What follows belongs to an exercise in optimizing a design on an open flow for small area; a production flow would make more cautious choices. At most, simulation tests tie the RTL to the original design; equivalence was not proved. No functional check of the RTL was part of runs 3 to 6. Power and IR drop assume default switching activity.

==> flow/design.v <==
module pe_dot_lane (
    input  logic [71:0]  p,
    output logic [2:0]  lo,
    output logic         ck,
    output logic [9:0]  ra,
    output logic [9:0]  rb
);
    wire t1 = p[0] ^ p[8];
    wire t2 = p[1] ^ p[8];
    wire t3 = p[2] ^ p[8];
    wire t4 = p[3] ^ p[8];
    wire t5 = p[4] ^ p[8];
    wire t6 = p[5] ^ p[8];
    wire t7 = p[6] ^ p[8];
    wire t8 = p[7] ^ p[8];
    wire t9 = p[9] ^ p[17];
    wire t10 = p[10] ^ p[17];
    wire t11 = p[11] ^ p[17];
    wire t12 = p[12] ^ p[17];
    wire t13 = p[13] ^ p[17];
    wire t14 = p[14] ^ p[17];
    wire t15 = p[15] ^ p[17];
    wire t16 = p[16] ^ p[17];
    wire t17 = p[18] ^ p[26];
    wire t18 = p[19] ^ p[26];
    wire t19 = p[20] ^ p[26];
    wire t20 = p[21] ^ p[26];
    wire t21 = p[22] ^ p[26];
    wire t22 = p[23] ^ p[26];
    wire t23 = p[24] ^ p[26];
    wire t24 = p[25] ^ p[26];
    wire t25 = p[27] ^ p[35];
    wire t26 = p[28] ^ p[35];
    wire t27 = p[29] ^ p[35];
    wire t28 = p[30] ^ p[35];
    wire t29 = p[31] ^ p[35];
    wire t30 = p[32] ^ p[35];
    wire t31 = p[33] ^ p[35];
    wire t32 = p[34] ^ p[35];
    wire t33 = p[36] ^ p[44];
    wire t34 = p[37] ^ p[44];
    wire t35 = p[38] ^ p[44];
    wire t36 = p[39] ^ p[44];
    wire t37 = p[40] ^ p[44];
    wire t38 = p[41] ^ p[44];
    wire t39 = p[42] ^ p[44];
    wire t40 = p[43] ^ p[44];
    wire t41 = p[45] ^ p[53];
    wire t42 = p[46] ^ p[53];
    wire t43 = p[47] ^ p[53];
    wire t44 = p[48] ^ p[53];
    wire t45 = p[49] ^ p[53];
    wire t46 = p[50] ^ p[53];
    wire t47 = p[51] ^ p[53];
    wire t48 = p[52] ^ p[53];
    wire t49 = p[54] ^ p[62];
    wire t50 = p[55] ^ p[62];
    wire t51 = p[56] ^ p[62];
    wire t52 = p[57] ^ p[62];
    wire t53 = p[58] ^ p[62];
    wire t54 = p[59] ^ p[62];
    wire t55 = p[60] ^ p[62];
    wire t56 = p[61] ^ p[62];
    wire t57 = p[63] ^ p[71];
    wire t58 = p[64] ^ p[71];
    wire t59 = p[65] ^ p[71];
    wire t60 = p[66] ^ p[71];
    wire t61 = p[67] ^ p[71];
    wire t62 = p[68] ^ p[71];
    wire t63 = p[69] ^ p[71];
    wire t64 = p[70] ^ p[71];
    wire t65, t66;
    pe_fa u_t65 (.a(p[8]), .b(p[17]), .c(p[26]), .s(t65), .co(t66));
    wire t67, t68;
    pe_fa u_t67 (.a(p[35]), .b(p[44]), .c(p[53]), .s(t67), .co(t68));
    wire t69, t70;
    pe_fa u_t69 (.a(p[62]), .b(p[71]), .c(t65), .s(t69), .co(t70));
    wire t71, t72;
    pe_ha u_t71 (.a(t67), .b(t69), .s(t71), .co(t72));
    wire t73, t74;
    pe_fa u_t73 (.a(t66), .b(t68), .c(t70), .s(t73), .co(t74));
    wire t75, t76;
    pe_ha u_t75 (.a(t72), .b(t73), .s(t75), .co(t76));
    wire t77, t78;
    pe_ha u_t77 (.a(t74), .b(t76), .s(t77), .co(t78));
    wire t79 = t75 | t71;
    wire t80 = t77 | t79;
    wire t81 = t78 | t80;
    wire t82 = t75 ^ t71;
    wire t83 = t77 ^ t79;
    wire t84 = t78 ^ t80;
    wire t85, t86;
    pe_fa u_t85 (.a(t1), .b(t9), .c(t17), .s(t85), .co(t86));
    wire t87, t88;
    pe_fa u_t87 (.a(t25), .b(t33), .c(t41), .s(t87), .co(t88));
    wire t89, t90;
    pe_fa u_t89 (.a(t49), .b(t57), .c(t85), .s(t89), .co(t90));
    wire t91, t92;
    pe_ha u_t91 (.a(t87), .b(t89), .s(t91), .co(t92));
    wire t93, t94;
    pe_fa u_t93 (.a(t2), .b(t10), .c(t18), .s(t93), .co(t94));
    wire t95, t96;
    pe_fa u_t95 (.a(t26), .b(t34), .c(t42), .s(t95), .co(t96));
    wire t97, t98;
    pe_fa u_t97 (.a(t50), .b(t58), .c(t86), .s(t97), .co(t98));
    wire t99, t100;
    pe_fa u_t99 (.a(t88), .b(t93), .c(t95), .s(t99), .co(t100));
    wire t101, t102;
    pe_fa u_t101 (.a(t90), .b(t97), .c(t99), .s(t101), .co(t102));
    wire t103, t104;
    pe_ha u_t103 (.a(t92), .b(t75), .s(t103), .co(t104));
    wire t105, t106;
    pe_fa u_t105 (.a(t3), .b(t11), .c(t19), .s(t105), .co(t106));
    wire t107, t108;
    pe_fa u_t107 (.a(t27), .b(t35), .c(t43), .s(t107), .co(t108));
    wire t109, t110;
    pe_fa u_t109 (.a(t51), .b(t59), .c(t94), .s(t109), .co(t110));
    wire t111, t112;
    pe_fa u_t111 (.a(t96), .b(t105), .c(t107), .s(t111), .co(t112));
    wire t113, t114;
    pe_fa u_t113 (.a(t98), .b(t100), .c(t109), .s(t113), .co(t114));
    wire t115, t116;
    pe_fa u_t115 (.a(t111), .b(t102), .c(t113), .s(t115), .co(t116));
    wire t117, t118;
    pe_ha u_t117 (.a(t77), .b(t104), .s(t117), .co(t118));
    wire t119, t120;
    pe_fa u_t119 (.a(t4), .b(t12), .c(t20), .s(t119), .co(t120));
    wire t121, t122;
    pe_fa u_t121 (.a(t28), .b(t36), .c(t44), .s(t121), .co(t122));
    wire t123, t124;
    pe_fa u_t123 (.a(t52), .b(t60), .c(t106), .s(t123), .co(t124));
    wire t125, t126;
    pe_fa u_t125 (.a(t108), .b(t119), .c(t121), .s(t125), .co(t126));
    wire t127, t128;
    pe_fa u_t127 (.a(t110), .b(t112), .c(t123), .s(t127), .co(t128));
    wire t129, t130;
    pe_fa u_t129 (.a(t125), .b(t114), .c(t127), .s(t129), .co(t130));
    wire t131, t132;
    pe_fa u_t131 (.a(t78), .b(t116), .c(t129), .s(t131), .co(t132));
    wire t133, t134;
    pe_fa u_t133 (.a(t5), .b(t13), .c(t21), .s(t133), .co(t134));
    wire t135, t136;
    pe_fa u_t135 (.a(t29), .b(t37), .c(t45), .s(t135), .co(t136));
    wire t137, t138;
    pe_fa u_t137 (.a(t53), .b(t61), .c(t120), .s(t137), .co(t138));
    wire t139, t140;
    pe_fa u_t139 (.a(t122), .b(t133), .c(t135), .s(t139), .co(t140));
    wire t141, t142;
    pe_fa u_t141 (.a(t124), .b(t126), .c(t137), .s(t141), .co(t142));
    wire t143, t144;
    pe_fa u_t143 (.a(t139), .b(t128), .c(t141), .s(t143), .co(t144));
    wire t145, t146;
    pe_ha u_t145 (.a(t130), .b(t143), .s(t145), .co(t146));
    wire t147, t148;
    pe_fa u_t147 (.a(t6), .b(t14), .c(t22), .s(t147), .co(t148));
    wire t149, t150;
    pe_fa u_t149 (.a(t30), .b(t38), .c(t46), .s(t149), .co(t150));
    wire t151, t152;
    pe_fa u_t151 (.a(t54), .b(t62), .c(t134), .s(t151), .co(t152));
    wire t153, t154;
    pe_fa u_t153 (.a(t136), .b(t147), .c(t149), .s(t153), .co(t154));
    wire t155, t156;
    pe_fa u_t155 (.a(t138), .b(t140), .c(t151), .s(t155), .co(t156));
    wire t157, t158;
    pe_fa u_t157 (.a(t153), .b(t142), .c(t155), .s(t157), .co(t158));
    wire t159, t160;
    pe_ha u_t159 (.a(t144), .b(t157), .s(t159), .co(t160));
    wire t161, t162;
    pe_fa u_t161 (.a(t7), .b(t15), .c(t23), .s(t161), .co(t162));
    wire t163, t164;
    pe_fa u_t163 (.a(t31), .b(t39), .c(t47), .s(t163), .co(t164));
    wire t165, t166;
    pe_fa u_t165 (.a(t55), .b(t63), .c(t148), .s(t165), .co(t166));
    wire t167, t168;
    pe_fa u_t167 (.a(t150), .b(t161), .c(t163), .s(t167), .co(t168));
    wire t169, t170;
    pe_fa u_t169 (.a(t152), .b(t154), .c(t165), .s(t169), .co(t170));
    wire t171, t172;
    pe_fa u_t171 (.a(t167), .b(t156), .c(t169), .s(t171), .co(t172));
    wire t173, t174;
    pe_ha u_t173 (.a(t158), .b(t171), .s(t173), .co(t174));
    wire t175, t176;
    pe_fa u_t175 (.a(t8), .b(t16), .c(t24), .s(t175), .co(t176));
    wire t177, t178;
    pe_fa u_t177 (.a(t32), .b(t40), .c(t48), .s(t177), .co(t178));
    wire t179, t180;
    pe_fa u_t179 (.a(t56), .b(t64), .c(t162), .s(t179), .co(t180));
    wire t181, t182;
    pe_fa u_t181 (.a(t164), .b(t175), .c(t177), .s(t181), .co(t182));
    wire t183, t184;
    pe_fa u_t183 (.a(t166), .b(t168), .c(t179), .s(t183), .co(t184));
    wire t185, t186;
    pe_fa u_t185 (.a(t181), .b(t170), .c(t183), .s(t185), .co(t186));
    wire t187, t188;
    pe_ha u_t187 (.a(t172), .b(t185), .s(t187), .co(t188));
    wire t189, t190;
    pe_fa u_t189 (.a(t176), .b(t178), .c(t180), .s(t189), .co(t190));
    wire t191, t192;
    pe_fa u_t191 (.a(t182), .b(t71), .c(t184), .s(t191), .co(t192));
    wire t193, t194;
    pe_fa u_t193 (.a(t189), .b(t186), .c(t191), .s(t193), .co(t194));
    wire t195, t196;
    pe_fa u_t195 (.a(t190), .b(t192), .c(t82), .s(t195), .co(t196));
    wire t197, t198;
    pe_ha u_t197 (.a(t71), .b(t91), .s(t197), .co(t198));
    wire t199, t200;
    pe_fa u_t199 (.a(t101), .b(t103), .c(t198), .s(t199), .co(t200));
    wire t201, t202;
    pe_fa u_t201 (.a(t115), .b(t117), .c(t200), .s(t201), .co(t202));
    assign lo[0] = t197;
    assign lo[1] = t199;
    assign lo[2] = t201;
    assign ck = t202;
    assign ra[0] = t118;
    assign rb[0] = t131;
    assign ra[1] = t132;
    assign rb[1] = t145;
    assign ra[2] = t146;
    assign rb[2] = t159;
    assign ra[3] = t160;
    assign rb[3] = t173;
    assign ra[4] = t174;
    assign rb[4] = t187;
    assign ra[5] = t188;
    assign rb[5] = t193;
    assign ra[6] = t194;
    assign rb[6] = t195;
    assign ra[7] = t83;
    assign rb[7] = t196;
    assign ra[8] = t84;
    assign rb[8] = 1'b0;
    assign ra[9] = t81;
    assign rb[9] = 1'b0;
endmodule
module pe_dot_accum_4xpack #(
    parameter int DOT_SIZE          = 8,
    parameter int MULT_OUTPUT_WIDTH = 9,
    parameter int MULT_LATENCY      = 3,
    parameter int ACCUM_WIDTH       = 12
) (
    input  logic                                                   clock,
    input  logic                                                   reset,
    input  logic                                                   i_valid,
    input  logic                                                   i_first,
    input  logic                                                   i_last,
    input  logic [1:0][1:0][DOT_SIZE-1:0][MULT_OUTPUT_WIDTH-1:0] i_mult_output,
    input  logic                                                   i_ready,
    output logic                                                   o_valid,
    output logic [1:0][1:0][ACCUM_WIDTH-1:0]                       o_result,
    output logic                                                   o_overflow
);
    logic [3:0] r_v, r_f, r_l;
    logic       r_ld, r_empty;
    always_ff @(posedge clock) begin
        r_f <= {r_f[2:0], i_first};
        r_l <= {r_l[2:0], i_last};
        if (reset) begin
            r_v  <= '0;
            r_ld <= 1'b0;
        end else begin
            r_v  <= {r_v[2:0], i_valid};
            r_ld <= r_v[3] & r_l[3];
        end
    end
    always_ff @(posedge clock) begin
        if (reset)
            r_empty <= 1'b1;
        else if (r_v[3])
            r_empty <= 1'b0;
    end
    logic w_start;
    assign w_start = r_f[3] | r_empty;
    logic [3:0][12:0] r_acc;
    logic [3:0][11:0] w_res;
    for (genvar n = 0; n < 4; n++) begin : g_lane
        logic [2:0] w_lo, r_lo;
        logic        w_ck, r_ck;
        logic [9:0] w_ra, w_rb, r_ra, r_rb;
        logic [12:0] w_base, w_x, w_y;
        logic [12:3] w_s, w_c;
        logic        w_clip;
        pe_dot_lane u_dot (.p(i_mult_output[n/2][n%2]), .lo(w_lo), .ck(w_ck), .ra(w_ra), .rb(w_rb));
        always_ff @(posedge clock) begin
            r_lo <= w_lo;
            r_ck <= w_ck;
            r_ra <= w_ra;
            r_rb <= w_rb;
        end
        assign w_base = w_start ? 13'd0 : r_acc[n];
        for (genvar j = 3; j < 12; j++) begin : g_row
            pe_fa u_fa (.a(w_base[j]), .b(r_ra[j-3]), .c(r_rb[j-3]), .s(w_s[j]), .co(w_c[j+1]));
        end
        assign w_s[12] = w_base[12] ^ r_ra[12-3] ^ r_rb[12-3];
        assign w_c[3] = r_ck;
        assign w_x = {w_s, w_base[2:0]};
        assign w_y = {w_c, r_lo};
        assign w_clip = r_acc[n][12] ^ r_acc[n][11];
        always_ff @(posedge clock)
            if (r_v[3] && (w_start || !w_clip))
                r_acc[n] <= w_x + w_y;
        assign w_res[n] = w_clip ? {r_acc[n][12], {11{~r_acc[n][12]}}} : r_acc[n][11:0];
    end
    always_ff @(posedge clock) begin
        if (!o_valid || i_ready)
            o_result <= w_res;
        if (reset) begin
            o_valid    <= 1'b0;
            o_overflow <= 1'b0;
        end else if (r_ld) begin
            if (o_valid && !i_ready)
                o_overflow <= 1'b1;
            else
                o_valid <= 1'b1;
        end else if (i_ready) begin
            o_valid <= 1'b0;
        end
    end
endmodule
module pe_fa (
    input  logic a, b, c,
    output logic s, co
);
    assign s  = a ^ b ^ c;
    assign co = (a & b) | (a & c) | (b & c);
endmodule
module pe_ha (
    input  logic a, b,
    output logic s, co
);
    assign s  = a ^ b;
    assign co = a & b;
endmodule
==> flow/run.sh <==
#!/bin/bash
# synth_recipe.tcl (not shown) runs the flow's synth.tcl, then flattens the netlist and writes it again
# the make line also repeats each setting of config.mk as NAME=value (left out here)
make -C /OpenROAD-flow-scripts/flow DESIGN_CONFIG=/design/flow/config.mk WORK_HOME=/design/flow/orfs CLKGATE_MAP_FILE= SYNTH_SCRIPT=/design/flow/synth_recipe.tcl finish
==> flow/config.mk <==
export PLATFORM = sky130hd
export DESIGN_NAME = pe_dot_accum_4xpack
export DESIGN_NICKNAME = pe_dot_accum_4xpack
export VERILOG_FILES = /design/flow/design.v
export SDC_FILE = /design/flow/constraint.sdc
export NUM_CORES = 4
export LEC_CHECK = 0
export CAP_MARGIN = 20
export CORE_MARGIN = 2
export CORE_UTILIZATION = 40
export SLEW_MARGIN = 20
export SYNTH_HIERARCHICAL = 1
export SYNTH_MINIMUM_KEEP_SIZE = 0
==> flow/constraint.sdc <==
create_clock -name core_clock -period 4.5 [get_ports {clock}]
set_input_delay 0.9000 -clock core_clock [delete_from_list [all_inputs] [get_ports {clock}]]
set_output_delay 0.9000 -clock core_clock [all_outputs]
set_load 0.01 [all_outputs]
==> results.py, run 1 <==
metrics = {
    "yosys": {
        "netlist_area_sq_um": 17690,
        "ys.flop_type": "dfxtp_1",
        "yosys.area.top_type": "fa_1",
        "synth_cell_types": 45,
        "seq_area_frac_synth": 0.2966,
        "synthCells": 1392,
        "avgSynthCellArea_sq_um": 12.71,
        "synth-edff-count": 100,
        "async_flop_share": 0,
        "ys_top_cells_by_area": "fa_1, edfxtp_1, xor2_1",
        "synth_top_area_share": 0.2943,
        "synth_seq_cells": 212,
        "yosys_warnings": 7,
    },
    "cells_and_area": {
        "final.fill_count": 3964,
        "utilization": 0.4994,
        "drive_above_1_share": 0.05470,
        "final_common_cell": "clkdlybuf4s50_1",
        "synthToLayoutAreaGrowth_pct": 24.05,
        "nNetsFinal": 2329,
        "instances_no_fill": 2274,
        "num_antenna_cells": 0,
        "final_cell_mix": "clkdlybuf4s50_1, xor2_1, fa_1",
    },
    "worst_setup_path": {
        "end_kind": "flip-flop",
        "cp.required_ns": 4.89,
        "crit-reg2reg-launch": "r_f[3]$_DFF_P_",
        "critical_path_class": "in -> reg",
        "startpoint_type": "input port",
        "worstSetupStartpoint": "i_mult_output[17]",
        "cp_max_fo": 8,
        "cp.arrival_ns": 4.23,
    },
    "placement": {
        "hpwl_um": 31440,
        "finalWeightedCongestion": 0.8708,
        "dpl.cell_count": 2226,
        "portBuffers": 343,
    },
    "clock_tree": {
        "cts-root-buf": "clkbuf_16",
        "cts_buffers": 25,
        "hold_buffers": 0,
        "cts_tree": "yes",
        "post_cts_buffers": 0,
        "cts_buffer_depth": 3,
        "htreeDepth": 1,
        "cts_resized": 0,
        "clk_pin_slew_worst_paths_ns": 0.06,
        "clkSinkCount": 212,
        "clkLatencyLatePin_ns": 0.52,
    },
    "sta": {
        "fin_crit_sh": 0.8529,
        "finalHoldViolCount": 0,
        "skew_ns": 0.006494,
        "rsz0062_at_grt": "no",
        "setup_viol": 0,
        "worst_pin_slew_ns": 1.031,
        "period_needed_ns": 3.838,
        "drv_slew": 0,
        "relSlewSlack": 0.3102,
        "fmax_ghz": 0.2606,
        "setup_tns_ns": 0,
    },
    "hold_path": {
        "hp-class": "reg -> reg",
        "hold_start": "r_f[1]$_DFF_P_",
    },
    "drt": {
        "ant_nets": 0,
        "drtIter0Drc": 328,
        "drc": 0,
        "dr.pass1.iters": 4,
        "drt-wirelength-per-cell_um": 15.89,
        "route.vias.total": 10399,
        "wl_um": 36140,
        "avgViaCountPerCell": 4.573,
    },
    "die": {
        "io_pins": 344,
        "fp.dieH_um": 214.3,
        "die_area_sq_um": 45910,
        "rows": 77,
        "initial_core_util": 0.4026,
        "die_w_um": 214.3,
        "design.core.area_sq_um": 43930,
    },
    "global_route": {
        "grt_pass1_vias": 11852,
        "grt_max_degree": 49,
        "grt.overflow.total": 0,
        "antenna_found_initial": 1,
        "grtUsageTotal": 0.1617,
        "grt_pass1_wl_um": 60340,
    },
    "power_and_ir_drop": {
        "p_total_w": 0.01199,
        "p_leak_nw": 9.192,
        "ir_drop_mv": 0.2538,
        "p_per_area_nw_per_um2": 546.7,
    },
    "status": {
        "run_status": "timing/DRC/antenna clean",
    },
    "flow_run": {
        "drv_cap": 0,
    },
}
-- Yosys cell counts (4+ instances only) --
cell type / n
xor2_1: 268
fa_1: 260
dfxtp_1: 112
ha_1: 112
edfxtp_1: 100
buf_4: 93
nor2_1: 55
a21o_1: 52
and2_1: 43
inv_1: 34
xnor2_1: 33
buf_6: 32
nor3_1: 31
a21oi_1: 25
nand2_1: 20
a211oi_1: 14
nand3_1: 12
and3_1: 9
clkbuf_1: 9
o21ai_0: 9
nor2b_1: 6
a31oi_1: 5
o21a_1: 5
or2_2: 5
conb_1: 4
o211ai_1: 4
o22ai_1: 4
-- path summary, 6_finish.rpt --
| path | depth (start not counted) | slack, ns | endpoint |
|---|---|---|---|
| setup / recovery | 8 | 0.66 | g_lane[0].r_lo[2]$_DFF_P_ |
| setup reg to reg | 10 | 1.15 | r_acc[51]$_DFFE_PP_ |
| hold / removal | 0 | 0.33 | r_f[2]$_DFF_P_ |
| hold reg to reg | 0 | 0.33 | r_f[2]$_DFF_P_ |
-- state kept, by name, summed over array words and instances, names as in the netlist --
name         cells
o_result        48
r_ld             1
r_f              4
g_lane.r_ck      4
g_lane.r_lo     12
r_acc           52
r_l              4
g_lane.r_ra     40
r_v              4
g_lane.r_rb     40
o_valid          1
o_overflow       1
r_empty          1
-- modules after synthesis (local to each module, per instance) --
module	cells	area [sq um]
pe_ha	1	12.51
pe_fa	1	20.02
pe_dot_accum_4xpack	676	8477
pe_dot_lane	104	883.3
-- per-stage QoR --
| stage | hold WS [ns] | setup WS, ns | cell area (sq um) |
|---|---|---|---|
| after detailed placement | 0.3150 | 0.1201 | 21020 |
| after global placement | 0.3162 | 0.1868 | 21020 |
| after floorplan | 0.3096 | 0.6563 | 17700 |
| after global routing | 0.3371 | 0.5097 | 21940 |
| final | 0.3290 | 0.6622 | 21940 |
| after CTS | 0.3291 | 0.6749 | 21890 |
-- critical path, cell delays in order --
cell and delay [ns]:
clkdlybuf4s50_1 0.52, buf_4 0.22, xor2_1 0.22, fa_1 0.47
fa_1 0.43, fa_1 0.54, fa_1 0.45, fa_1 0.49
-- routing by layer --
metal  vias up  GRT usage  wire length, um
met3        47    0.02071             1289
met4         2    0.03704              721
met5         -          0               13
met2       211     0.2922            18650
li1       5041          -                -
met1      5098     0.2063            15460
-- layout make-up --
class	count	area, sq um	share of cell area
timing repair buffer	379	3736	0.1703
clock inverter	9	76.32	0.003479
clock buffer	37	785.8	0.03582
multi-input combinational	1011	11230	0.5117
tap	592	740.7	0.03376
inverter	34	127.6	0.005817
sequential	212	5245	0.2391
-- power by group --
group / switching, W / internal [W] / total (W)
Sequential: 0.000227 / 0.00288 / 0.00311
Clock: 0.000785 / 0.00127 / 0.00205
Combinational: 0.00356 / 0.00327 / 0.00684
Total: 0.00457 / 0.00742 / 0.0120
-- kinds of logic (layout without fill, tap and decap cells) --
family / count (synthesis) / in the layout / synth area share
AO/OA/AOI/OAI: 141 / 141 / 0.05596
XOR/XNOR: 301 / 301 / 0.1491
adder cells (fa/ha/maj): 372 / 372 / 0.3735
buffers and inverters: 173 / 459 / 0.07018
flip-flops: 212 / 212 / 0.2966
multiplexers: 2 / 2 / 0.001132
other: 4 / 8 / 0.0008487
AND/OR/NAND/NOR: 187 / 187 / 0.05271
==> run 2, diff against run 1 <==
==> flow/flow/run.sh (new file) <==
#!/bin/bash
# Standard layout, with the smallest buffer as the port buffer.
set -euo pipefail
bash standard.sh BUFFER_PORTS_ARGS="-buffer_cell sky130_fd_sc_hd__buf_1" finish > standard_flow.log 2>&1
==> flow/standard.sh (new file) <==
#!/bin/bash
# synth_recipe.tcl (not shown) runs the flow's synth.tcl, then flattens the netlist and writes it again
# the make line also repeats each setting of config.mk as NAME=value (left out here)
make -C /OpenROAD-flow-scripts/flow DESIGN_CONFIG=/design/flow/config.mk WORK_HOME=/design/flow/orfs CLKGATE_MAP_FILE= SYNTH_SCRIPT=/design/flow/synth_recipe.tcl "${@:-finish}"
removed: flow/run.sh
==> results.py, run 2 <==
metrics = {
    "status": {
        "run_status": "timing/DRC/antenna clean",
    },
    "sta": {
        "setup_tns_ns": 0,
        "skew_ns": 0.01027,
        "finalHoldViolCount": 0,
        "relSlewSlack": 0.3355,
        "fmax_ghz": 0.2711,
        "worst_pin_slew_ns": 0.9932,
        "period_needed_ns": 3.689,
        "drv_slew": 0,
        "setup_viol": 0,
        "hold_slack_ns": 0.3232,
        "fin_crit_sh": 0.8197,
        "rsz0062_at_grt": "no",
    },
    "flow_run": {
        "drv_cap": 0,
    },
    "power_and_ir_drop": {
        "intPower_w": 0.006999,
        "ir_drop_mv": 0.2130,
        "power_frac_comb": 0.569,
        "p_total_w": 0.01155,
        "p_per_area_nw_per_um2": 590.8,
        "power_switching_w": 0.004547,
        "clkPwrFrac": 0.162,
        "p_leak_nw": 8.118,
        "switching_share": 0.3938,
        "p_seq_frac": 0.269,
    },
    "worst_setup_path": {
        "cp.required_ns": 4.88,
        "reg2reg_depth": 10,
        "cp_max_fo": 9,
        "critical_path_class": "in -> reg",
        "cp.arrival_ns": 4.07,
        "end_kind": "flip-flop",
        "r2r_slack_ns": 1.22,
        "startpoint_type": "input port",
    },
    "yosys": {
        "yosys.area.top_type": "fa_1",
        "synth_seq_cells": 212,
        "seq_area_frac_synth": 0.2966,
        "synth_cell_types": 45,
        "ys.flop_type": "dfxtp_1",
        "synth-edff-count": 100,
        "synth_top_area_share": 0.2943,
        "synthTopCellsByCount": "xor2_1, fa_1, dfxtp_1, ha_1, edfxtp_1",
        "async_flop_share": 0,
        "avgSynthCellArea_sq_um": 12.71,
        "yosys_warnings": 7,
        "synthCells": 1392,
        "yosysMostFrequentCell": "xor2_1",
        "ys_top_cells_by_area": "fa_1, edfxtp_1, xor2_1",
        "netlist_area_sq_um": 17690,
    },
    "clock_tree": {
        "clk_pin_slew_worst_paths_ns": 0.06,
        "cts_buffer_depth": 3,
        "clkSinkCount": 212,
        "cts-root-buf": "clkbuf_16",
        "hold_buffers": 0,
        "htreeDepth": 1,
        "post_cts_buffers": 0,
        "clkLatencyLatePin_ns": 0.51,
        "cts_resized": 0,
        "cts_tree": "yes",
        "cts_buffers": 25,
    },
    "drt": {
        "avgViaCountPerCell": 4.601,
        "drc": 0,
        "drt-wirelength-per-cell_um": 15.20,
        "wl_um": 34330,
        "route.vias.total": 10390,
        "ant_nets": 0,
        "dr.pass1.iters": 4,
        "drtIter0Drc": 302,
    },
    "global_route": {
        "grt_max_degree": 49,
        "grt_pass1_wl_um": 57190,
        "grt_pass1_vias": 11626,
        "grtUsageTotal": 0.1523,
        "grt.overflow.total": 0,
        "antenna_found_initial": 0,
    },
    "placement": {
        "finalWeightedCongestion": 0.8974,
        "portBuffers": 343,
        "post_dp_cell_area_sq_um": 18770,
        "hpwl_um": 29210,
    },
    "cells_and_area": {
        "nNetsFinal": 2313,
        "final_area_sq_um": 19550,
        "final.fill_count": 4168,
        "final_cell_mix": "buf_1, xor2_1, fa_1",
        "final_common_cell": "buf_1",
        "reg.largest.list": "r_acc: 52 flops, o_result: 48 flops",
        "regMostFlops": "r_acc",
        "largest_reg_flops": 52,
        "drive_above_1_share": 0.04204,
        "synthToLayoutAreaGrowth_pct": 10.51,
    },
    "die": {
        "fp.dieH_um": 214.3,
        "io_pins": 344,
        "rows": 77,
        "die_w_um": 214.3,
        "die_area_sq_um": 45910,
        "design.core.area_sq_um": 43930,
        "initial_core_util": 0.4026,
    },
    "hold_path": {
        "hp-class": "reg -> reg",
        "hold-path-cell-count": 0,
    },
}
## run 2: cell counts after synthesis
Identical to the previous run, type by type.
## run 2: stage by stage
| step | setup slack [ns] | utilization | std cells |
|---|---|---|---|
| 4_1_cts | 0.8129 | 0.4445 | 2256 |
| 3_5_place_dp | 0.2706 | 0.4271 | 2211 |
| 5_1_grt | 0.6829 | 0.4448 | 2257 |
| 2_1_floorplan | 0.6563 | - | 1396 |
| 3_3_place_gp | 0.3622 | 0.4271 | 2211 |
| 6_report | 0.8114 | 0.4449 | 2258 |
## run 2: kinds of logic after synthesis
kind of cell | share of synthesized area
AOI/OAI and AO/OA | 0.05596
buffers and inverters | 0.07018
muxes | 0.001132
other | 0.0008487
xor gates and xnor gates | 0.1491
DFF | 0.2966
and+or+nand+nor | 0.05271
adders and majority gates | 0.3735
## run 2: area by class of cell
cell class | instances | area (sq um) | share of cell area
multi-input combinational | 1011 | 11230 | 0.5744
sequential | 212 | 5245 | 0.2684
timing repair buffer | 363 | 1438 | 0.07355
tap | 592 | 740.7 | 0.03790
clock buffer | 37 | 720.7 | 0.03687
inverter | 34 | 128.9 | 0.006594
clock inverter | 8 | 42.54 | 0.002177
antenna | 1 | 2.502 | 0.0001280
## run 2: layer usage
metal / share of wire / wire (um) / vias up / GRT usage
met5: 0 / 0 / - / 0
met4: 0.020 / 685 / 0 / 0.03449
met3: 0.040 / 1361 / 46 / 0.01745
met2: 0.50 / 17150 / 217 / 0.2689
met1: 0.44 / 15140 / 5126 / 0.2013
li1: - / - / 5001 / -
## run 2: power by group through the flow
stage	clock network, W	logic (W)	registers (W)
floorplan	0	0.00715	0.00313
global placement	0	0.00643	0.00316
detailed placement	0	0.00667	0.00316
CTS	0.00195	0.00674	0.00312
global route	0.00201	0.00778	0.00316
finish	0.00187	0.00657	0.00311
## run 2: Yosys stat by module (local to each module, per instance)
module / cells / flip-flops and latches
pe_ha: 1 / 0
pe_fa: 1 / 0
pe_dot_lane: 104 / 0
pe_dot_accum_4xpack: 676 / 212
## run 2: path summary, 6_finish.rpt
path | to | startpoint
setup / recovery | g_lane[0].r_lo[2]$_DFF_P_ | i_mult_output[35]
setup reg to reg | r_acc[9]$_DFFE_PP_ | r_empty$_SDFFE_PP1P_
hold reg to reg | r_l[3]$_DFF_P_ | r_l[2]$_DFF_P_
hold / removal | r_l[3]$_DFF_P_ | r_l[2]$_DFF_P_
## run 2: critical path: stages
cell and delay [ns]:
buf_1 0.57, xor2_1 0.20, fa_1 0.59, fa_1 0.43, fa_1 0.40, fa_1 0.49
fa_1 0.48
==> run 3, diff against run 2 <==
--- a/flow/design.v
+++ b/flow/design.v
@@ -1,9 +1,6 @@
 module pe_dot_lane (
     input  logic [71:0]  p,
-    output logic [2:0]  lo,
-    output logic         ck,
-    output logic [9:0]  ra,
-    output logic [9:0]  rb
+    output logic [18:0]  d
 );
     wire t1 = p[0] ^ p[8];
     wire t2 = p[1] ^ p[8];
@@ -96,7 +93,7 @@
     wire t89, t90;
     pe_fa u_t89 (.a(t49), .b(t57), .c(t85), .s(t89), .co(t90));
     wire t91, t92;
-    pe_ha u_t91 (.a(t87), .b(t89), .s(t91), .co(t92));
+    pe_fa u_t91 (.a(t87), .b(t89), .c(t71), .s(t91), .co(t92));
     wire t93, t94;
     pe_fa u_t93 (.a(t2), .b(t10), .c(t18), .s(t93), .co(t94));
     wire t95, t96;
@@ -108,7 +105,7 @@
     wire t101, t102;
     pe_fa u_t101 (.a(t90), .b(t97), .c(t99), .s(t101), .co(t102));
     wire t103, t104;
-    pe_ha u_t103 (.a(t92), .b(t75), .s(t103), .co(t104));
+    pe_fa u_t103 (.a(t75), .b(t92), .c(t101), .s(t103), .co(t104));
     wire t105, t106;
     pe_fa u_t105 (.a(t3), .b(t11), .c(t19), .s(t105), .co(t106));
     wire t107, t108;
@@ -122,7 +119,7 @@
     wire t115, t116;
     pe_fa u_t115 (.a(t111), .b(t102), .c(t113), .s(t115), .co(t116));
     wire t117, t118;
-    pe_ha u_t117 (.a(t77), .b(t104), .s(t117), .co(t118));
+    pe_fa u_t117 (.a(t77), .b(t104), .c(t115), .s(t117), .co(t118));
     wire t119, t120;
     pe_fa u_t119 (.a(t4), .b(t12), .c(t20), .s(t119), .co(t120));
     wire t121, t122;
@@ -150,7 +147,7 @@
     wire t143, t144;
     pe_fa u_t143 (.a(t139), .b(t128), .c(t141), .s(t143), .co(t144));
     wire t145, t146;
-    pe_ha u_t145 (.a(t130), .b(t143), .s(t145), .co(t146));
+    pe_fa u_t145 (.a(t130), .b(t143), .c(t132), .s(t145), .co(t146));
     wire t147, t148;
     pe_fa u_t147 (.a(t6), .b(t14), .c(t22), .s(t147), .co(t148));
     wire t149, t150;
@@ -178,7 +175,7 @@
     wire t171, t172;
     pe_fa u_t171 (.a(t167), .b(t156), .c(t169), .s(t171), .co(t172));
     wire t173, t174;
-    pe_ha u_t173 (.a(t158), .b(t171), .s(t173), .co(t174));
+    pe_fa u_t173 (.a(t158), .b(t171), .c(t160), .s(t173), .co(t174));
     wire t175, t176;
     pe_fa u_t175 (.a(t8), .b(t16), .c(t24), .s(t175), .co(t176));
     wire t177, t178;
@@ -201,36 +198,51 @@
     pe_fa u_t193 (.a(t189), .b(t186), .c(t191), .s(t193), .co(t194));
     wire t195, t196;
     pe_fa u_t195 (.a(t190), .b(t192), .c(t82), .s(t195), .co(t196));
-    wire t197, t198;
-    pe_ha u_t197 (.a(t71), .b(t91), .s(t197), .co(t198));
-    wire t199, t200;
-    pe_fa u_t199 (.a(t101), .b(t103), .c(t198), .s(t199), .co(t200));
-    wire t201, t202;
-    pe_fa u_t201 (.a(t115), .b(t117), .c(t200), .s(t201), .co(t202));
-    assign lo[0] = t197;
-    assign lo[1] = t199;
-    assign lo[2] = t201;
-    assign ck = t202;
-    assign ra[0] = t118;
-    assign rb[0] = t131;
-    assign ra[1] = t132;
-    assign rb[1] = t145;
-    assign ra[2] = t146;
-    assign rb[2] = t159;
-    assign ra[3] = t160;
-    assign rb[3] = t173;
-    assign ra[4] = t174;
-    assign rb[4] = t187;
-    assign ra[5] = t188;
-    assign rb[5] = t193;
-    assign ra[6] = t194;
-    assign rb[6] = t195;
-    assign ra[7] = t83;
-    assign rb[7] = t196;
-    assign ra[8] = t84;
-    assign rb[8] = 1'b0;
-    assign ra[9] = t81;
-    assign rb[9] = 1'b0;
+    assign d[0] = t91;
+    assign d[1] = t103;
+    assign d[2] = t117;
+    assign d[3] = t118;
+    assign d[4] = t131;
+    assign d[5] = t145;
+    assign d[6] = t146;
+    assign d[7] = t159;
+    assign d[8] = t173;
+    assign d[9] = t174;
+    assign d[10] = t187;
+    assign d[11] = t188;
+    assign d[12] = t193;
+    assign d[13] = t194;
+    assign d[14] = t195;
+    assign d[15] = t83;
+    assign d[16] = t196;
+    assign d[17] = t84;
+    assign d[18] = t81;
+endmodule
+module pe_acc_add (
+    input  logic [12:0]  base,
+    input  logic [18:0]  d,
+    output logic [12:0]  sum
+);
+    wire t1, t2;
+    pe_fa u_t1 (.a(base[3]), .b(d[3]), .c(d[4]), .s(t1), .co(t2));
+    wire t3, t4;
+    pe_ha u_t3 (.a(base[4]), .b(d[5]), .s(t3), .co(t4));
+    wire t5, t6;
+    pe_fa u_t5 (.a(base[5]), .b(d[6]), .c(d[7]), .s(t5), .co(t6));
+    wire t7, t8;
+    pe_ha u_t7 (.a(base[6]), .b(d[8]), .s(t7), .co(t8));
+    wire t9, t10;
+    pe_fa u_t9 (.a(base[7]), .b(d[9]), .c(d[10]), .s(t9), .co(t10));
+    wire t11, t12;
+    pe_fa u_t11 (.a(base[8]), .b(d[11]), .c(d[12]), .s(t11), .co(t12));
+    wire t13, t14;
+    pe_fa u_t13 (.a(base[9]), .b(d[13]), .c(d[14]), .s(t13), .co(t14));
+    wire t15, t16;
+    pe_fa u_t15 (.a(base[10]), .b(d[15]), .c(d[16]), .s(t15), .co(t16));
+    wire t17, t18;
+    pe_ha u_t17 (.a(base[11]), .b(d[17]), .s(t17), .co(t18));
+    wire t19 = t18 ^ base[12] ^ d[18];
+    assign sum = {t19, t16, t14, t12, t10, t8, t6, t4, t2, t1, base[2], base[1], base[0]} + {1'b0, t17, t15, t13, t11, t9, t7, t5, t3, 1'b0, d[2], d[1], d[0]};
 endmodule
 module pe_dot_accum_4xpack #(
     parameter int DOT_SIZE          = 8,
@@ -273,31 +285,17 @@
     logic [3:0][12:0] r_acc;
     logic [3:0][11:0] w_res;
     for (genvar n = 0; n < 4; n++) begin : g_lane
-        logic [2:0] w_lo, r_lo;
-        logic        w_ck, r_ck;
-        logic [9:0] w_ra, w_rb, r_ra, r_rb;
-        logic [12:0] w_base, w_x, w_y;
-        logic [12:3] w_s, w_c;
+        logic [18:0] w_d, r_d;
+        logic [12:0] w_sum;
         logic        w_clip;
-        pe_dot_lane u_dot (.p(i_mult_output[n/2][n%2]), .lo(w_lo), .ck(w_ck), .ra(w_ra), .rb(w_rb));
-        always_ff @(posedge clock) begin
-            r_lo <= w_lo;
-            r_ck <= w_ck;
-            r_ra <= w_ra;
-            r_rb <= w_rb;
-        end
-        assign w_base = w_start ? 13'd0 : r_acc[n];
-        for (genvar j = 3; j < 12; j++) begin : g_row
-            pe_fa u_fa (.a(w_base[j]), .b(r_ra[j-3]), .c(r_rb[j-3]), .s(w_s[j]), .co(w_c[j+1]));
-        end
-        assign w_s[12] = w_base[12] ^ r_ra[12-3] ^ r_rb[12-3];
-        assign w_c[3] = r_ck;
-        assign w_x = {w_s, w_base[2:0]};
-        assign w_y = {w_c, r_lo};
+        pe_dot_lane u_dot (.p(i_mult_output[n/2][n%2]), .d(w_d));
+        always_ff @(posedge clock)
+            r_d <= w_d;
+        pe_acc_add u_add (.base(w_start ? 13'd0 : r_acc[n]), .d(r_d), .sum(w_sum));
         assign w_clip = r_acc[n][12] ^ r_acc[n][11];
         always_ff @(posedge clock)
             if (r_v[3] && (w_start || !w_clip))
-                r_acc[n] <= w_x + w_y;
+                r_acc[n] <= w_sum;
         assign w_res[n] = w_clip ? {r_acc[n][12], {11{~r_acc[n][12]}}} : r_acc[n][11:0];
     end
     always_ff @(posedge clock) begin
==> results.py, run 3 <==
metrics = {
    "power_and_ir_drop": {
        "ir_drop_mv": 0.2581,
        "p_per_area_nw_per_um2": 551.2,
        "p_leak_nw": 7.587,
    },
    "placement": {
        "portBuffers": 343,
        "dpl.cell_count": 2098,
        "finalWeightedCongestion": 0.8424,
        "hpwl_um": 28210,
    },
    "global_route": {
        "antenna_found_initial": 0,
        "grt_max_degree": 41,
        "grt.overflow.total": 0,
        "grt_pass1_vias": 10970,
        "grtUsageTotal": 0.1543,
        "grt_pass1_wl_um": 53240,
    },
    "worst_setup_path": {
        "cp.arrival_ns": 4.10,
        "crit-reg2reg-launch": "r_empty$_SDFFE_PP1P_",
        "r2r_slack_ns": 1.41,
        "startpoint_type": "input port",
        "crit_top_cell": "fa_1",
        "cp_cell_sequence": "buf_1 -> xor2_1 -> fa_1 -> fa_1 -> fa_1 -> fa_1 -> fa_1 -> fa_1",
        "path_delay_family": "adder cells",
        "reg2reg_depth": 9,
        "cp.required_ns": 4.82,
        "cp_max_fo": 6,
        "worst-path-stages": 8,
        "end_kind": "flip-flop",
        "slowest_delay_ns": 0.53,
        "r2r-end": "r_acc[12]$_DFFE_PP_",
        "critical_path_class": "in -> reg",
        "cp-endpoint": "g_lane[3].r_d[5]$_DFF_P_",
        "crit_buf_inv": 1,
        "crit_slowest_cell": "fa_1",
        "worstSetupStartpoint": "i_mult_output[233]",
    },
    "sta": {
        "setup_viol": 0,
        "setup_tns_ns": 0,
        "finalHoldViolCount": 0,
        "fin_crit_sh": 0.8406,
        "relSlewSlack": 0.3091,
        "rsz0062_at_grt": "no",
        "fmax_ghz": 0.2644,
        "period_needed_ns": 3.783,
        "skew_ns": 0.01043,
        "worst_pin_slew_ns": 1.032,
        "drv_slew": 0,
    },
    "clock_tree": {
        "cts_buffer_depth": 2,
        "hold_buffers": 0,
        "cts-root-buf": "clkbuf_16",
        "htreeDepth": 4,
        "cts_buffers": 17,
        "clkLatencyLatePin_ns": 0.45,
        "clkSinkCount": 192,
        "cts_tree": "yes",
        "clk_pin_slew_worst_paths_ns": 0.07,
        "post_cts_buffers": 0,
        "cts_resized": 0,
    },
    "yosys": {
        "yosys.area.top_type": "fa_1",
        "netlist_area_sq_um": 16760,
        "synthTopCellsByCount": "xor2_1, fa_1, edfxtp_1, ha_1, dfxtp_1",
        "synth-edff-count": 100,
        "synth_cell_types": 34,
        "synth_top_area_share": 0.3105,
        "ys_top_cells_by_area": "fa_1, edfxtp_1, xor2_1",
        "yosysMostFrequentCell": "xor2_1",
        "ys.flop_type": "edfxtp_1",
        "yosys_warnings": 7,
        "synth_seq_cells": 192,
        "synthCells": 1309,
        "avgSynthCellArea_sq_um": 12.81,
        "seq_area_frac_synth": 0.2890,
        "async_flop_share": 0,
    },
    "cells_and_area": {
        "final.fill_count": 3829,
        "synthToLayoutAreaGrowth_pct": 10.64,
        "nNetsFinal": 2235,
        "regMostFlops": "g_lane.r_d",
        "final_common_cell": "buf_1",
        "final_cell_mix": "buf_1, xor2_1, fa_1",
        "largest_reg_flops": 76,
        "drive_above_1_share": 0.04819,
        "reg.largest.list": "g_lane.r_d: 76 flops, r_acc: 52 flops, o_result: 48 flops",
        "instances_no_fill": 2130,
        "num_antenna_cells": 0,
    },
    "status": {
        "run_status": "timing/DRC/antenna clean",
    },
    "drt": {
        "route.vias.total": 9860,
        "drt-wirelength-per-cell_um": 15.14,
        "drtIter0Drc": 334,
        "dr.pass1.iters": 4,
        "drc": 0,
        "avgViaCountPerCell": 4.629,
        "wl_um": 32250,
        "ant_nets": 0,
    },
    "die": {
        "fp.dieH_um": 208.7,
        "rows": 74,
        "initial_core_util": 0.4077,
        "die_area_sq_um": 43560,
        "io_pins": 344,
        "design.core.area_sq_um": 41110,
        "die_w_um": 208.7,
    },
    "flow_run": {
        "drv_cap": 0,
    },
    "hold_path": {
        "hp-class": "reg -> reg",
    },
}
[run 3: cell count changes in the layout (fill, tap and decap cells not counted), sizes merged, moves of 7 or more]
| cell | previous run | this run |
|---|---|---|
| nand2 | 20 | 41 |
| clkbuf | 37 | 20 |
| nand4 | 1 | 8 |
| ha | 112 | 96 |
| a211oi | 16 | 4 |
| nor2 | 55 | 21 |
| inv | 33 | 43 |
| a21oi | 25 | 44 |
| buf | 363 | 381 |
| xor2 | 268 | 276 |
| a21o | 53 | 38 |
| a311o | 0 | 8 |
| dfxtp | 112 | 92 |
| conb | 8 | 0 |
[run 3: cells by family (layout without fill, tap and decap cells)]
group,Yosys count,after routing,share of synthesized area
compound gates,119,119,0.04583
xor+xnor,304,304,0.1588
fa+ha+maj,356,356,0.3822
buf+inv,165,454,0.07099
flops,192,192,0.2890
simple gates,173,173,0.05315
[run 3: worst register-to-register path: stages, from the launching register on]
cell      delay [ns]
dfxtp_1         0.34
nor2_4          0.39
buf_4           0.28
and2_1          0.20
fa_1            0.40
ha_1            0.35
a21oi_1         0.11
a311o_1         0.40
a211oi_1        0.25
nand4_1         0.12
[run 3: area by class of cell]
| class | count | area (sq um) | share of cell area |
|---|---|---|---|
| clock buffers | 20 | 436.7 | 0.02355 |
| multi-input cells | 952 | 10730 | 0.5787 |
| flip-flops and latches | 192 | 4845 | 0.2612 |
| well taps | 532 | 665.6 | 0.03589 |
| inverters | 41 | 153.9 | 0.008298 |
| repair buffers | 381 | 1573 | 0.08481 |
| clock inverters | 12 | 138.9 | 0.007489 |
[run 3: per-stage QoR]
stage          total power (W)  worst slack (ns)  instance area (sq um)    util  hold WS (ns)
2_1_floorplan         0.009690            0.3983                  16760       -        0.3096
3_3_place_gp          0.008724            0.2804                  17970  0.4371        0.3131
3_5_place_dp          0.008942            0.2418                  17970  0.4371        0.3135
4_1_cts                0.01048            0.7398                  18540  0.4511        0.3258
5_1_grt                0.01150            0.5898                  18550  0.4511        0.3412
6_report               0.01022            0.7175                  18550  0.4511        0.3226
[run 3: how the worst min path moves through the flow]
stage,startpoint,to,slack (ns),cells past startpoint
after floorplan,r_f[0]$_DFF_P_,r_f[1]$_DFF_P_,0.31,0
after global placement,r_f[2]$_DFF_P_,r_f[3]$_DFF_P_,0.31,0
after detailed placement,r_f[1]$_DFF_P_,r_f[2]$_DFF_P_,0.31,0
after CTS,r_f[2]$_DFF_P_,r_f[3]$_DFF_P_,0.33,0
after global routing,r_f[0]$_DFF_P_,r_f[1]$_DFF_P_,0.34,0
final,r_f[2]$_DFF_P_,r_f[3]$_DFF_P_,0.32,0
[run 3: power breakdown]
| part | internal, W | switching (W) |
|---|---|---|
| Clock | 0.000823 | 0.000666 |
| Sequential | 0.00263 | 0.000197 |
| Combinational | 0.00278 | 0.00313 |
[run 3: Yosys stat by module, one instance, submodules excluded]
| module | cell area (sq um) | times used |
|---|---|---|
| pe_fa | 20.02 | 256 |
| pe_ha | 12.51 | 32 |
| pe_acc_add | 490.5 | 4 |
| pe_dot_lane | 849.6 | 4 |
| pe_dot_accum_4xpack | 5877 | 1 |
[run 3: per-layer routing]
metal	wire, um	share of wire	GRT usage
met4	411	0.013	0.04163
met1	14230	0.44	0.1973
met3	1008	0.031	0.02585
met2	16600	0.51	0.2708
met5	0	0	0
==> run 4, diff against run 3 <==
--- a/flow/config.mk
+++ b/flow/config.mk
@@ -7,7 +7,7 @@
 export LEC_CHECK = 0
 export CAP_MARGIN = 20
 export CORE_MARGIN = 2
-export CORE_UTILIZATION = 40
+export CORE_UTILIZATION = 65
 export SLEW_MARGIN = 20
 export SYNTH_HIERARCHICAL = 1
 export SYNTH_MINIMUM_KEEP_SIZE = 0
==> results.py, run 4 <==
metrics = {
    "status": {
        "run_status": "timing/DRC/antenna clean",
    },
    "hold_path": {
        "hold-path-cell-count": 0,
        "hp-class": "reg -> reg",
        "min_to": "r_f[3]$_DFF_P_",
        "hold_start": "r_f[2]$_DFF_P_",
    },
    "clock_tree": {
        "cts_tree": "yes",
        "clk_pin_slew_worst_paths_ns": 0.08,
        "htreeDepth": 4,
        "hold_buffers": 0,
        "cts_buffer_depth": 2,
        "post_cts_buffers": 0,
        "cts_resized": 0,
        "cts-root-buf": "clkbuf_16",
        "clkLatencyLatePin_ns": 0.44,
        "clkSinkCount": 192,
        "cts_buffers": 17,
    },
    "yosys": {
        "async_flop_share": 0,
        "ys_top_cells_by_area": "fa_1, edfxtp_1, xor2_1",
        "synth-edff-count": 100,
        "netlist_area_sq_um": 16760,
        "synthTopCellsByCount": "xor2_1, fa_1, edfxtp_1, ha_1, dfxtp_1",
        "synthCells": 1309,
        "avgSynthCellArea_sq_um": 12.81,
        "yosysMostFrequentCell": "xor2_1",
        "ys.flop_type": "edfxtp_1",
        "synth_cell_types": 34,
        "yosys.area.top_type": "fa_1",
        "synth_top_area_share": 0.3105,
        "synth_seq_cells": 192,
        "yosys_warnings": 7,
        "seq_area_frac_synth": 0.2890,
    },
    "worst_setup_path": {
        "end_kind": "flip-flop",
        "cp.required_ns": 4.81,
        "startpoint_type": "input port",
        "crit-reg2reg-launch": "r_empty$_SDFFE_PP1P_",
        "r2r_slack_ns": 1.15,
        "reg2reg_depth": 9,
        "cp.arrival_ns": 4.12,
        "cp_max_fo": 4,
        "r2r-end": "r_acc[25]$_DFFE_PP_",
        "critical_path_class": "in -> reg",
    },
    "sta": {
        "setup_viol": 0,
        "fin_crit_sh": 0.8462,
        "drv_slew": 0,
        "setup_tns_ns": 0,
        "worst_pin_slew_ns": 1.009,
        "period_needed_ns": 3.808,
        "fmax_ghz": 0.2626,
        "skew_ns": 0.01130,
        "finalHoldViolCount": 0,
        "rsz0062_at_grt": "no",
        "relSlewSlack": 0.3248,
    },
    "drt": {
        "drt-wirelength-per-cell_um": 15.98,
        "ant_nets": 0,
        "avgViaCountPerCell": 5.228,
        "dr.pass1.iters": 5,
        "wl_um": 30720,
        "drc": 0,
        "route.vias.total": 10054,
        "drtIter0Drc": 450,
    },
    "placement": {
        "dpl.cell_count": 1891,
        "portBuffers": 343,
        "post_dp_cell_area_sq_um": 17680,
        "hpwl_um": 26280,
        "finalWeightedCongestion": 0.8796,
    },
    "cells_and_area": {
        "drive_above_1_share": 0.04896,
        "nNetsFinal": 2230,
        "instances_no_fill": 1923,
        "final_common_cell": "buf_1",
        "final.fill_count": 1862,
        "regMostFlops": "g_lane.r_d",
        "num_antenna_cells": 0,
        "synthToLayoutAreaGrowth_pct": 9.136,
        "reg.largest.list": "g_lane.r_d: 76 flops, r_acc: 52 flops, o_result: 48 flops",
        "final_area_sq_um": 18290,
        "largest_reg_flops": 76,
        "final_cell_mix": "buf_1, xor2_1, fa_1",
    },
    "global_route": {
        "grtUsageTotal": 0.2391,
        "grt.overflow.total": 0,
        "grt_max_degree": 39,
        "antenna_found_initial": 0,
        "grt_pass1_wl_um": 50380,
        "grt_pass1_vias": 10861,
    },
    "power_and_ir_drop": {
        "p_leak_nw": 7.586,
        "p_per_area_nw_per_um2": 566.5,
        "ir_drop_mv": 0.3437,
    },
    "die": {
        "fp.dieH_um": 164.6,
        "io_pins": 344,
        "rows": 58,
        "initial_core_util": 0.6637,
        "die_area_sq_um": 27090,
        "design.core.area_sq_um": 25250,
        "die_w_um": 164.6,
    },
    "flow_run": {
        "drv_cap": 0,
    },
}
==> run 4: worst max path at each step <==
stage,startpoint,endpoint,slack (ns)
after floorplan,i_mult_output[8],g_lane[0].r_d[5]$_DFF_P_,0.40
after global placement,i_mult_output[89],g_lane[1].r_d[5]$_DFF_P_,0.35
after detailed placement,i_mult_output[161],g_lane[2].r_d[5]$_DFF_P_,0.22
after CTS,i_mult_output[161],g_lane[2].r_d[5]$_DFF_P_,0.69
final,i_mult_output[17],g_lane[0].r_d[5]$_DFF_P_,0.69
after global routing,i_mult_output[89],g_lane[1].r_d[8]$_DFF_P_,0.56
==> run 4: stage by stage <==
step	power [W]	util	hold WS [ns]	setup slack (ns)
5_1_grt	0.01161	0.7244	0.3414	0.5595
3_3_place_gp	0.008664	0.7000	0.3110	0.3545
3_5_place_dp	0.009014	0.7001	0.3186	0.2167
6_report	0.01036	0.7244	0.3326	0.6922
2_1_floorplan	0.009690	-	0.3096	0.3983
4_1_cts	0.01054	0.7242	0.3360	0.6859
==> run 4: area by class of cell <==
class                      count  area (sq um)  share of cell area
clock inverter                15         183.9             0.01005
tap                          330         412.9             0.02257
inverter                      41         153.9            0.008413
sequential                   192          4845              0.2648
timing repair buffer         376          1535             0.08392
clock buffer                  17         425.4             0.02325
multi-input combinational    952         10740              0.5870
==> run 4: where the power goes <==
part	internal (W)	switching (W)
clock network	0.000755	0.000750
registers	0.00262	0.000203
logic	0.00281	0.00322
==> run 4: modules after synthesis (local to each module, per instance) <==
module,flops+latches,cells,times used
pe_acc_add,0,67,4
pe_ha,0,1,32
pe_dot_lane,0,99,4
pe_fa,0,1,256
pe_dot_accum_4xpack,192,357,1
==> run 4: cells by family after synthesis <==
kind of cell | after synthesis | share of synthesized area
fa+ha+maj | 356 | 0.3822
simple gates | 173 | 0.05315
flops | 192 | 0.2890
xor+xnor | 304 | 0.1588
compound gates | 119 | 0.04583
buf+inv | 165 | 0.07099
==> run 4: metal layers <==
| layer | GRT usage | vias up | share of wire |
|---|---|---|---|
| li1 | - | 4775 | - |
| met1 | 0.3224 | 4988 | 0.43 |
| met2 | 0.4144 | 247 | 0.52 |
| met3 | 0.03290 | 44 | 0.038 |
| met4 | 0.05731 | 0 | 0.018 |
| met5 | 0 | - | 0 |
==> run 4: critical path: stages <==
cell and delay (ns):
buf_1 0.26, xor2_1 0.24, fa_1 0.47, fa_1 0.43
fa_1 0.55, fa_1 0.44, fa_1 0.39, fa_1 0.45
==> run 5, diff against run 4 <==
--- a/flow/config.mk
+++ b/flow/config.mk
@@ -7,7 +7,8 @@
 export LEC_CHECK = 0
 export CAP_MARGIN = 20
 export CORE_MARGIN = 2
-export CORE_UTILIZATION = 65
+export CORE_UTILIZATION = 40
+export CTS_BUF_LIST = sky130_fd_sc_hd__clkbuf_8
 export SLEW_MARGIN = 20
 export SYNTH_HIERARCHICAL = 1
 export SYNTH_MINIMUM_KEEP_SIZE = 0
==> results.py, run 5 <==
metrics = {
    "yosys": {
        "yosys_warnings": 7,
        "synthTopCellsByCount": "xor2_1, fa_1, edfxtp_1, ha_1, dfxtp_1",
        "yosys.area.top_type": "fa_1",
        "netlist_area_sq_um": 16760,
        "synth_seq_cells": 192,
        "async_flop_share": 0,
        "synthCells": 1309,
        "ys_top_cells_by_area": "fa_1, edfxtp_1, xor2_1",
        "avgSynthCellArea_sq_um": 12.81,
        "synth_cell_types": 34,
        "synth_top_area_share": 0.3105,
        "synth-edff-count": 100,
        "yosysMostFrequentCell": "xor2_1",
        "seq_area_frac_synth": 0.2890,
        "ys.flop_type": "edfxtp_1",
    },
    "global_route": {
        "grtUsageTotal": 0.1532,
        "grt_pass1_wl_um": 53040,
        "use_met2": 0.2699,
        "antenna_found_initial": 0,
        "gr-usage-met1": 0.1972,
        "grt_max_degree": 41,
        "grt.overflow.total": 0,
        "grt_pass1_vias": 10945,
        "grt_busiest_layer": "met2",
        "grtUsageMet3": 0.02359,
    },
    "drt": {
        "dr.pass1.iters": 5,
        "drc": 0,
        "ant_nets": 0,
        "route.vias.total": 9875,
        "avgViaCountPerCell": 4.636,
        "wl_um": 32220,
        "drt-wirelength-per-cell_um": 15.13,
        "drtIter0Drc": 356,
    },
    "worst_setup_path": {
        "worstSetupStartpoint": "i_mult_output[233]",
        "crit-reg2reg-launch": "r_empty$_SDFFE_PP1P_",
        "critical_path_class": "in -> reg",
        "cp_max_fo": 6,
        "r2r_slack_ns": 1.39,
        "startpoint_type": "input port",
        "cp.required_ns": 4.86,
        "reg2reg_depth": 9,
        "cp.arrival_ns": 4.10,
        "end_kind": "flip-flop",
    },
    "status": {
        "run_status": "timing/DRC/antenna clean",
    },
    "cells_and_area": {
        "synthToLayoutAreaGrowth_pct": 9.495,
        "final_area_sq_um": 18350,
        "final_cell_mix": "buf_1, xor2_1, fa_1",
        "num_antenna_cells": 0,
        "largest_reg_flops": 76,
        "regMostFlops": "g_lane.r_d",
        "reg.largest.list": "g_lane.r_d: 76 flops, r_acc: 52 flops, o_result: 48 flops",
        "drive_above_1_share": 0.04819,
        "utilization": 0.4465,
        "nNetsFinal": 2235,
        "final_common_cell": "buf_1",
    },
    "die": {
        "die_w_um": 208.7,
        "die_area_sq_um": 43560,
        "rows": 74,
        "initial_core_util": 0.4077,
        "fp.dieH_um": 208.7,
        "design.core.area_sq_um": 41110,
        "io_pins": 344,
    },
    "placement": {
        "dp_slack_ns": 0.2418,
        "hpwl_um": 28210,
        "post_dp_cell_area_sq_um": 17970,
        "portBuffers": 343,
        "finalWeightedCongestion": 0.8424,
    },
    "clock_tree": {
        "cts_tree": "yes",
        "clkLatencyLatePin_ns": 0.49,
        "post_cts_buffers": 0,
        "clkSinkCount": 192,
        "htreeDepth": 4,
        "cts-root-buf": "clkbuf_8",
        "cts_buffer_depth": 2,
        "cts_resized": 0,
        "clk_pin_slew_worst_paths_ns": 0.10,
        "hold_buffers": 0,
        "cts_buffers": 17,
    },
    "sta": {
        "fin_crit_sh": 0.8298,
        "setup_tns_ns": 0,
        "timing.final.ws_setup_ns": 0.7660,
        "drv_slew": 0,
        "relSlewSlack": 0.3013,
        "fmax_ghz": 0.2678,
        "worst_pin_slew_ns": 1.044,
        "finalHoldViolCount": 0,
        "setup_viol": 0,
        "skew_ns": 0.01493,
        "rsz0062_at_grt": "no",
        "period_needed_ns": 3.734,
    },
    "hold_path": {
        "hold-path-cell-count": 0,
        "hp-class": "reg -> reg",
        "hold_start": "r_f[2]$_DFF_P_",
    },
    "flow_run": {
        "drv_cap": 0,
    },
    "power_and_ir_drop": {
        "p_per_area_nw_per_um2": 536.4,
        "ir_drop_mv": 0.2110,
        "p_leak_nw": 7.512,
    },
}
==> run 5: cell types whose count changed in the layout (fill, tap and decap cells not counted), sizes merged <==
cell | previous run | this run
buf | 376 | 381
bufinv | 0 | 2
clkinv | 8 | 5
clkinvlp | 1 | 3
inv | 47 | 46
==> run 5: layer usage <==
layer | wire length [um] | vias to the layer above | part of all wire
met2 | 16580 | 188 | 0.51
met4 | 408 | 0 | 0.013
met1 | 14190 | 4896 | 0.44
met3 | 1046 | 23 | 0.032
met5 | 0 | - | 0
li1 | - | 4768 | -
==> run 5: path summary, 6_finish.rpt <==
check                                   to
setup / recovery  g_lane[3].r_d[5]$_DFF_P_
hold / removal              r_f[3]$_DFF_P_
setup reg to reg       r_acc[12]$_DFFE_PP_
hold reg to reg             r_f[3]$_DFF_P_
==> run 5: logic make-up after synthesis <==
logic type | share of synthesized area
AOI/OAI and AO/OA | 0.04583
and+or+nand+nor | 0.05315
buffers and inverters | 0.07099
DFF | 0.2890
xor gates and xnor gates | 0.1588
adders and majority gates | 0.3822
==> run 5: where the power goes <==
group	leakage, nW	switching [W]	internal [W]
Clock	0.194	0.000616	0.000491
Sequential	1.75	0.000197	0.00262
Combinational	5.56	0.00314	0.00278
Total	7.51	0.00395	0.00589
==> run 5: final cells by class <==
type,instances,area (sq um)
clock buffer,17,234.0
clock inverter,15,150.1
fill,3843,22760
multi-input combinational,952,10730
timing repair buffer,381,1573
tap,532,665.6
inverter,41,153.9
sequential,192,4845
==> run 5: per-stage QoR <==
step,instances,power (W),hold WS [ns]
6_report,2130,0.009844,0.3263
4_1_cts,2130,0.01010,0.3290
3_3_place_gp,2098,0.008724,0.3131
5_1_grt,2130,0.01111,0.3427
3_5_place_dp,2098,0.008942,0.3135
2_1_floorplan,1309,0.009690,0.3096
==> run 5: Yosys stat by module, one instance, submodules excluded <==
module               cell area (sq um)  flops+latches  times used
pe_fa                            20.02              0         256
pe_ha                            12.51              0          32
pe_acc_add                       490.5              0           4
pe_dot_accum_4xpack               5877            192           1
pe_dot_lane                      849.6              0           4
==> run 5: worst max-delay path: stages <==
cell    delay [ns]
buf_1         0.30
xor2_1        0.23
fa_1          0.47
fa_1          0.43
fa_1          0.53
fa_1          0.43
fa_1          0.39
fa_1          0.43
==> run 6, diff against run 5 <==
--- a/flow/design.v
+++ b/flow/design.v
@@ -241,8 +241,55 @@
     pe_fa u_t15 (.a(base[10]), .b(d[15]), .c(d[16]), .s(t15), .co(t16));
     wire t17, t18;
     pe_ha u_t17 (.a(base[11]), .b(d[17]), .s(t17), .co(t18));
-    wire t19 = t18 ^ base[12] ^ d[18];
-    assign sum = {t19, t16, t14, t12, t10, t8, t6, t4, t2, t1, base[2], base[1], base[0]} + {1'b0, t17, t15, t13, t11, t9, t7, t5, t3, 1'b0, d[2], d[1], d[0]};
+    wire t19, t20;
+    pe_ha u_t19 (.a(base[0]), .b(d[0]), .s(t19), .co(t20));
+    wire t21, t22;
+    pe_fa u_t21 (.a(base[1]), .b(d[1]), .c(t20), .s(t21), .co(t22));
+    wire t23, t24;
+    pe_fa u_t23 (.a(base[2]), .b(d[2]), .c(t22), .s(t23), .co(t24));
+    wire t25, t26;
+    pe_ha u_t25 (.a(t1), .b(t24), .s(t25), .co(t26));
+    wire t27, t28;
+    pe_fa u_t27 (.a(t2), .b(t3), .c(t26), .s(t27), .co(t28));
+    wire t29, t30;
+    pe_fa u_t29 (.a(t4), .b(t5), .c(t28), .s(t29), .co(t30));
+    wire t31, t32;
+    pe_fa u_t31 (.a(t6), .b(t7), .c(t30), .s(t31), .co(t32));
+    wire t33, t34;
+    pe_ha u_t33 (.a(t8), .b(t9), .s(t33), .co(t34));
+    wire t35, t36;
+    pe_fa u_t35 (.a(t10), .b(t11), .c(t34), .s(t35), .co(t36));
+    wire t37, t38;
+    pe_fa u_t37 (.a(t12), .b(t13), .c(t36), .s(t37), .co(t38));
+    wire t39, t40;
+    pe_fa u_t39 (.a(t14), .b(t15), .c(t38), .s(t39), .co(t40));
+    wire t41, t42;
+    pe_fa u_t41 (.a(t16), .b(t17), .c(t40), .s(t41), .co(t42));
+    wire t43 = t18 ^ base[12] ^ d[18] ^ t42;
+    wire t44 = t33 ^ t32;
+    wire t45 = t32 & t33;
+    wire t46 = t35 ^ t45;
+    wire t47 = t45 & t35;
+    wire t48 = t37 ^ t47;
+    wire t49 = t47 & t37;
+    wire t50 = t39 ^ t49;
+    wire t51 = t49 & t39;
+    wire t52 = t41 ^ t51;
+    wire t53 = t51 & t41;
+    wire t54 = t43 ^ t53;
+    assign sum[0] = t19;
+    assign sum[1] = t21;
+    assign sum[2] = t23;
+    assign sum[3] = t25;
+    assign sum[4] = t27;
+    assign sum[5] = t29;
+    assign sum[6] = t31;
+    assign sum[7] = t44;
+    assign sum[8] = t46;
+    assign sum[9] = t48;
+    assign sum[10] = t50;
+    assign sum[11] = t52;
+    assign sum[12] = t54;
 endmodule
 module pe_dot_accum_4xpack #(
     parameter int DOT_SIZE          = 8,
==> results.py, run 6 <==
metrics = {
    "yosys": {
        "yosys_warnings": 7,
        "synth_seq_cells": 192,
        "seq_area_frac_synth": 0.2941,
        "synth-edff-count": 100,
        "netlist_area_sq_um": 16470,
        "async_flop_share": 0,
        "yosys.area.top_type": "fa_1",
        "avgSynthCellArea_sq_um": 14.04,
        "ys.flop_type": "edfxtp_1",
    },
    "sta": {
        "drv_slew": 0,
        "timing.final.ws_setup_ns": 0.1636,
        "relSlewSlack": 0.4501,
        "worst_pin_slew_ns": 0.8219,
        "setup_viol": 0,
    },
    "drt": {
        "wl_um": 31110,
        "ant_nets": 0,
        "avgViaCountPerCell": 4.448,
        "drt-wirelength-per-cell_um": 16.01,
        "drc": 0,
    },
    "worst_setup_path": {
        "critical_path_class": "reg -> reg",
        "cp_cell_sequence": "buf_12 -> nor3_1 -> ha_1 -> fa_1 -> fa_1 -> ha_1 -> fa_1 -> fa_2 -> fa_1 -> ha_1 -> ha_1 -> ha_1 -> ha_1 -> ha_1 -> xor2_1 -> xnor2_1",
        "end_kind": "flip-flop",
        "r2r_slack_ns": 0.16,
        "worst-path-stages": 16,
        "cp.required_ns": 4.73,
        "r2r-end": "r_acc[51]$_DFFE_PP_",
        "crit-reg2reg-launch": "r_empty$_SDFFE_PP1P_",
        "path_delay_family": "adder cells",
    },
    "clock_tree": {
        "hold_buffers": 0,
        "clk_pin_slew_worst_paths_ns": 0.10,
        "htreeDepth": 4,
        "cts-root-buf": "clkbuf_8",
        "cts_buffer_depth": 2,
    },
    "die": {
        "die_w_um": 206.9,
    },
    "global_route": {
        "grt_pass1_vias": 10026,
        "grtUsageTotal": 0.1519,
        "grt_max_degree": 28,
        "antenna_found_initial": 1,
    },
    "cells_and_area": {
        "synthToLayoutAreaGrowth_pct": 7.907,
        "regMostFlops": "g_lane.r_d",
        "final_cell_mix": "buf_1, fa_1, xor2_1",
    },
    "power_and_ir_drop": {
        "p_per_area_nw_per_um2": 500.9,
        "ir_drop_mv": 0.2100,
    },
    "placement": {
        "dp_slack_ns": -0.07695,
        "finalWeightedCongestion": 0.7889,
    },
    "hold_path": {
        "hp-class": "reg -> reg",
        "hold_start": "r_f[1]$_DFF_P_",
    },
    "status": {
        "run_status": "timing/DRC/antenna clean",
    },
}
==> run 6: power breakdown <==
part	total, W	switching (W)	internal [W]
combinational	0.00495	0.00255	0.00240
sequential	0.00284	0.000212	0.00263
clock	0.00111	0.000698	0.000413
==> run 6: cell families after synthesis <==
logic type      synth area share
fa+ha+maj                 0.4187
buf+inv                  0.09502
xor+xnor                  0.1458
simple gates             0.02674
compound gates           0.01960
flops                     0.2941
==> run 6: final cells by class <==
class                      count  area [sq um]
fill                        3833         22960
multi-input combinational    768         10120
sequential                   192          4852
timing repair buffer         382          1618
tap                          532         665.6
clock buffer                  17         234.0
clock inverter                15         148.9
inverter                      37         138.9
==> run 6: through the flow <==
step / hold slack (ns) / util / total power (W) / cell area (sq um) / cells
2_1_floorplan: 0.3096 / - / 0.009588 / 16470 / 1173
3_3_place_gp: 0.3157 / 0.4248 / 0.007870 / 17310 / 1911
3_5_place_dp: 0.3128 / 0.4249 / 0.008037 / 17310 / 1911
4_1_cts: 0.3405 / 0.4345 / 0.009198 / 17700 / 1943
5_1_grt: 0.3391 / 0.4363 / 0.01010 / 17770 / 1943
6_report: 0.3372 / 0.4363 / 0.008904 / 17770 / 1943
==> run 6: worst max path at each step <==
stage / start / endpoint
after floorplan: r_empty$_SDFFE_PP1P_ / r_acc[25]$_DFFE_PP_
after global placement: r_empty$_SDFFE_PP1P_ / r_acc[12]$_DFFE_PP_
after detailed placement: r_empty$_SDFFE_PP1P_ / r_acc[12]$_DFFE_PP_
after CTS: r_empty$_SDFFE_PP1P_ / r_acc[51]$_DFFE_PP_
after global routing: r_empty$_SDFFE_PP1P_ / r_acc[25]$_DFFE_PP_
final: r_empty$_SDFFE_PP1P_ / r_acc[51]$_DFFE_PP_
==> run 6: layer usage <==
layer / global-route usage / wire length [um] / vias to the layer above
met5: 0 / 10 / -
met4: 0.03369 / 360 / 2
met3: 0.02355 / 943 / 27
met2: 0.2756 / 16830 / 143
met1: 0.1908 / 12960 / 4441
li1: - / - / 4030
==> run 6: repair_timing <==
item	4_1_cts	5_1_grt
gates resized for setup	4	21
pin swaps	0	0
endpoints found under the setup margin	4	4
==> run 6: per-module statistics from Yosys, one instance, submodules excluded <==
module	cells inside	cell area [sq um]	times used
pe_acc_add	21	200.2	4
pe_dot_accum_4xpack	357	5877	1
pe_dot_lane	99	849.6	4
pe_fa	1	20.02	292
pe_ha	1	12.51	44

Setup slack of run 6, layout unchanged: 0.164 ns with ideal ports, 0.164 ns with driving cells assumed (clock clkbuf_16, inputs buf_2), 0.164 ns with port delays also shifted by the 0.508 ns mid clock arrival.
